This design comes from an exercise in tuning for small area on the open sky130 flow, not from production work.
At most, simulation tests tie the RTL to the original design; equivalence was not proved.
Power and IR drop assume default switching activity.

Setup of wip/willow:
==> module cclu_multi_entry, before the edit <==
module cclu_multi_entry #(
  parameter int AW           = 32,
  parameter int TW           = 32,
  parameter int CW           = 32,
  parameter int DEPTH        = 16,
  parameter int REPLACE_MODE = 0
) (
  input  logic                         clk,
  input  logic                         reset,
  input  logic                         cmd_valid,
  output logic                         cmd_ready,
  input  logic [1:0]                   command,
  input  logic [AW-1:0]                addres_in,
  input  logic [TW-1:0]                target_in,
  input  logic [CW-1:0]                counter_in,
  output logic                         valid,
  output logic                         hit,
  output logic                         error,
  output logic [TW-1:0]                target_out,
  output logic                         isFull,
  output logic                         isEmpty,
  output logic [$clog2(DEPTH+1)-1:0]   occupancy
);
  localparam int OW = $clog2(DEPTH+1);
  localparam int IW = $clog2(DEPTH);
  logic [AW-1:0]    addr_r [DEPTH];
  logic [TW-1:0]    tgt_r  [DEPTH];
  logic [CW-1:0]    cnt_r  [DEPTH];
  logic [DEPTH-1:0] vld_r;
  logic [IW-1:0]    ord_r  [DEPTH];
  logic [OW-1:0]    occ_r;
  logic             flush_r;
  logic idle, acc, pop, fls;
  assign idle = !flush_r;
  assign acc  = idle && cmd_valid && (command == 2'b01);
  assign pop  = idle && cmd_valid && (command == 2'b10);
  assign fls  = idle && cmd_valid && (command == 2'b11);
  logic occ_zero, occ_one, occ_full;
  assign occ_zero = (occ_r == {OW{1'b0}});
  assign occ_one  = (occ_r == OW'(1));
  assign occ_full = (occ_r == OW'(DEPTH));
  assign cmd_ready = idle && !reset;
  assign occupancy = occ_r;
  assign isFull    = occ_full;
  assign isEmpty   = occ_zero;
  logic [DEPTH-1:0] m;
  logic             hit_any;
  logic [IW-1:0]    hidx;
  always_comb begin
    hidx = {IW{1'b0}};
    for (int i = 0; i < DEPTH; i++) begin
      m[i] = vld_r[i] && (addr_r[i] == addres_in);
      if (m[i]) hidx = hidx | IW'(i);
    end
  end
  assign hit_any = |m && !command[1];
  logic [DEPTH-1:0] old_oh;
  always_comb begin
    for (int i = 0; i < DEPTH; i++) old_oh[i] = (ord_r[0] == IW'(i));
  end
  logic [DEPTH-1:0] rsel;
  logic [TW-1:0]    rd_tgt;
  logic [CW-1:0]    rd_cnt;
  assign rsel = command[1] ? old_oh : m;
  always_comb begin
    rd_tgt = target_in  & {TW{!hit_any && !command[1]}};
    rd_cnt = counter_in & {CW{!hit_any}};
    for (int i = 0; i < DEPTH; i++) begin
      rd_tgt = rd_tgt | ({TW{rsel[i]}} & tgt_r[i]);
      rd_cnt = rd_cnt | ({CW{m[i]}} & cnt_r[i]);
    end
  end
  logic last;
  assign last = (rd_cnt == CW'(1));    
  logic cnt_zero, cnt_one;
  assign cnt_zero = (counter_in == {CW{1'b0}});
  assign cnt_one  = (counter_in == CW'(1));
  logic acc_hit, acc_miss, miss_store, ins, rem, hit_rem, pop_ok, repl;
  assign acc_hit    = acc && hit_any;
  assign acc_miss   = acc && !hit_any;
  assign miss_store = acc_miss && !cnt_zero && !cnt_one;
  assign repl       = (REPLACE_MODE != 0) && miss_store && occ_full;
  assign ins        = miss_store && (!occ_full || (REPLACE_MODE != 0));
  assign hit_rem    = acc_hit && last;
  assign pop_ok     = pop && !occ_zero;
  assign rem        = hit_rem || pop_ok || repl;
  logic [IW-1:0] ins_phys;
  assign ins_phys = occ_full ? ord_r[0] : ord_r[occ_r[IW-1:0]];
  logic [DEPTH-1:0] ins_oh;
  always_comb begin
    for (int i = 0; i < DEPTH; i++) ins_oh[i] = ins && (ins_phys == IW'(i));
  end
  logic [CW-1:0] wcnt;
  assign wcnt = rd_cnt - CW'(1);
  logic [DEPTH-1:0] q, s;
  logic [IW-1:0]    rem_phys;
  always_comb begin
    for (int j = 0; j < DEPTH; j++) begin
      q[j] = hit_rem ? (ord_r[j] == hidx) : (j == 0);
    end
    s[0] = q[0];
    for (int j = 1; j < DEPTH; j++) s[j] = s[j-1] || q[j];
  end
  assign rem_phys = hit_rem ? hidx : ord_r[0];
  logic [DEPTH-1:0] nf, keep_c, wr_c;
  always_comb begin
    for (int i = 0; i < DEPTH; i++) begin
      nf[i]     = !occ_full && (ord_r[occ_r[IW-1:0]] == IW'(i));
      keep_c[i] = vld_r[i] && !(acc_hit && m[i]);
      wr_c[i]   = nf[i] || (acc_hit && m[i]);
    end
    if (REPLACE_MODE != 0) begin
      for (int i = 0; i < DEPTH; i++) begin
        if (repl && old_oh[i]) begin
          nf[i]     = 1'b1;
          keep_c[i] = 1'b0;
          wr_c[i]   = 1'b1;
        end
      end
    end
  end
  always_ff @(posedge clk) begin
    for (int i = 0; i < DEPTH; i++) begin
      addr_r[i] <= (addr_r[i] & {AW{keep_c[i]}}) | (addres_in & {AW{wr_c[i]}});
      tgt_r[i]  <= (tgt_r[i]  & {TW{keep_c[i]}}) | (rd_tgt    & {TW{wr_c[i]}});
      cnt_r[i]  <= (cnt_r[i]  & {CW{keep_c[i]}}) | (wcnt      & {CW{wr_c[i]}});
    end
  end
  logic [OW-1:0] occ_s;
  logic          flush_s;
  always_comb begin
    occ_s   = occ_r;
    flush_s = flush_r;
    if (flush_r) begin
      occ_s   = occ_r - OW'(1);
      flush_s = !occ_one;
    end else if (ins && !rem) begin
      occ_s = occ_r + OW'(1);
    end else if (rem && !ins) begin
      occ_s = occ_r - OW'(1);
    end else if (fls && !occ_zero) begin
      flush_s = 1'b1;
    end
  end
  logic          valid_s, hit_s, error_s, tout_en;
  logic [TW-1:0] tout_s;
  assign hit_s   = acc_hit;
  assign error_s = (acc_miss && (cnt_zero || (miss_store && !ins))) ||
                   (pop && occ_zero);
  assign tout_en = acc_hit || (acc_miss && cnt_one) || ins || pop_ok;
  assign valid_s = tout_en || (fls && occ_zero) || (flush_r && occ_one);
  assign tout_s  = rd_tgt;
  always_ff @(posedge clk or posedge reset) begin
    if (reset) begin
      for (int j = 0; j < DEPTH; j++) ord_r[j] <= IW'(j);
      vld_r      <= {DEPTH{1'b0}};
      occ_r      <= {OW{1'b0}};
      flush_r    <= 1'b0;
      valid      <= 1'b0;
      hit        <= 1'b0;
      error      <= 1'b0;
      target_out <= {TW{1'b0}};
    end else begin
      if (rem) begin
        for (int j = 0; j < DEPTH - 1; j++) begin
          if (s[j]) ord_r[j] <= ord_r[j+1];
        end
        ord_r[DEPTH-1] <= rem_phys;
      end
      if (fls && !occ_zero) begin
        vld_r <= {DEPTH{1'b0}};
      end else begin
        for (int i = 0; i < DEPTH; i++) begin
          if (ins_oh[i]) vld_r[i] <= 1'b1;
          else if (rem && (rem_phys == IW'(i))) vld_r[i] <= 1'b0;
        end
      end
      occ_r   <= occ_s;
      flush_r <= flush_s;
      valid   <= valid_s;
      hit     <= hit_s;
      error   <= error_s;
      if (tout_en) target_out <= tout_s;
    end
  end
endmodule
export LEC_CHECK = 0
export ABC_CLOCK_PERIOD_IN_PS = 6000
export CAP_MARGIN = 20
export CORE_MARGIN = 2
export CORE_UTILIZATION = 70
export CTS_BUF_LIST = sky130_fd_sc_hd__clkbuf_8 sky130_fd_sc_hd__clkbuf_16
export PLACE_DENSITY = 0.8
export SETUP_SLACK_MARGIN = 0
export SLEW_MARGIN = 20
create_clock -name core_clock -period 8.5 [get_ports {clk}]
standard.sh (not shown) runs the stock make flow with config.mk's settings and CLKGATE_MAP_FILE= SYNTH_SCRIPT=/design/flow/synth_recipe.tcl, a recipe that flattens the netlist after the stock synthesis.
==> flow/flow/run.sh <==
#!/bin/bash
set -o pipefail
export CTS_ARGS="-sink_clustering_enable -repair_clock_nets -dont_use_dummy_load -sink_clustering_size 25 -sink_clustering_max_diameter 80 -buf_list {sky130_fd_sc_hd__clkbuf_8 sky130_fd_sc_hd__clkbuf_16}"
export BUFFER_PORTS_ARGS="-buffer_cell sky130_fd_sc_hd__buf_1"
bash standard.sh > standard.log 2>&1
### wip/willow -> wip/juniper
--- a/flow/design.v
+++ b/flow/design.v
@@ -92,5 +92,12 @@
   end
   logic [CW-1:0] wcnt;
-  assign wcnt = rd_cnt - CW'(1);
+  logic [CW:0]   borrow;
+  always_comb begin
+    borrow[0] = 1'b1;
+    for (int k = 0; k < CW; k++) begin
+      wcnt[k]     = rd_cnt[k] ^ borrow[k];
+      borrow[k+1] = borrow[k] && !rd_cnt[k];
+    end
+  end
   logic [DEPTH-1:0] q, s;
   logic [IW-1:0]    rem_phys;
@@ -122,7 +129,9 @@
   always_ff @(posedge clk) begin
     for (int i = 0; i < DEPTH; i++) begin
-      addr_r[i] <= (addr_r[i] & {AW{keep_c[i]}}) | (addres_in & {AW{wr_c[i]}});
-      tgt_r[i]  <= (tgt_r[i]  & {TW{keep_c[i]}}) | (rd_tgt    & {TW{wr_c[i]}});
-      cnt_r[i]  <= (cnt_r[i]  & {CW{keep_c[i]}}) | (wcnt      & {CW{wr_c[i]}});
+      addr_r[i] <= (addr_r[i] & {AW{vld_r[i] && !(repl && old_oh[i])}}) |
+                   (addres_in & {AW{nf[i]}});
+      tgt_r[i]  <= (tgt_r[i]  & {TW{vld_r[i] && !(repl && old_oh[i])}}) |
+                   (target_in & {TW{nf[i]}});
+      cnt_r[i]  <= (cnt_r[i]  & {CW{keep_c[i]}}) | (wcnt & {CW{wr_c[i]}});
     end
   end
@@ -173,5 +182,5 @@
         for (int i = 0; i < DEPTH; i++) begin
           if (ins_oh[i]) vld_r[i] <= 1'b1;
-          else if (rem && (rem_phys == IW'(i))) vld_r[i] <= 1'b0;
+          else if ((hit_rem && m[i]) || ((pop_ok || repl) && old_oh[i])) vld_r[i] <= 1'b0;
         end
       end
==> comparison <==
- wip/juniper: flow complete, layout not clean; failing: negative setup slack
- wip/juniper: number of clock buffer instances in the layout is 1 lower than what wip/willow reported.
- Diff wip/willow -> wip/juniper: part of the power in combinational logic shrank by 11 points; via count lost 13%.
- Between wip/willow and wip/juniper, pin count of the biggest net entering global routing decreased.
- Area of all placed cells without fillers, wip/juniper vs wip/willow: down slightly
- In wip/juniper the number of stages on the worst setup path turned out 28 higher than in wip/willow.
- From wip/willow to wip/juniper the numbers moved as follows: sequential power dropped 5.9%, leakage power figure climbed 3.9%, global-route track usage on met3 dropped 12 points.
- Relative to wip/willow, minimum clock period has increased by 1060 ps in wip/juniper.
- ~same total area of sequential cells in wip/juniper and wip/willow
- [compare] base=wip/willow new=wip/juniper: number of iterations in the first detailed-routing pass lower, initial DRC count moved down.
- Compared to wip/willow, the router laid down less metal wire for wip/juniper.
Function not checked in wip/willow: the RTL went through the layout flow alone.

[port drivers added, routing unchanged]
The results above use ideal ports. As a check the final layouts listed here were re-extracted and re-timed, cells and wires unchanged. Step 1 sets driving cells, clkbuf_16 on the clock port and buf_2 on the other inputs (assumed; they add their load-dependent delay and slew). Step 2 adds t to the input delays and takes it off the output delays; t is the mean of the earliest and latest rising clock arrival at the registers after step 1. Input paths then give back, and output paths get back, about the clock's delay inside the block. Three values: ideal ports, drivers, drivers and shift; two values: the first two.
run | shift t [ns] | slack for setup (ns) | clock arrival spread, ns | worst register clock-pin slew, ns | worst slew at a driven data input, ns
wip/willow | 0.781 | 0.784 / 0.833 / 0.052 | 0.071 / 0.072 | 0.11 / 0.11 | 0.11
wip/juniper | 0.762 | -0.279 / -0.231 / -0.992 | 0.063 / 0.063 | 0.10 / 0.10 | 0.16
The setup slack of wip/willow, which loses most, moves by +0.049 ns with the drivers and by -0.732 ns with both steps.
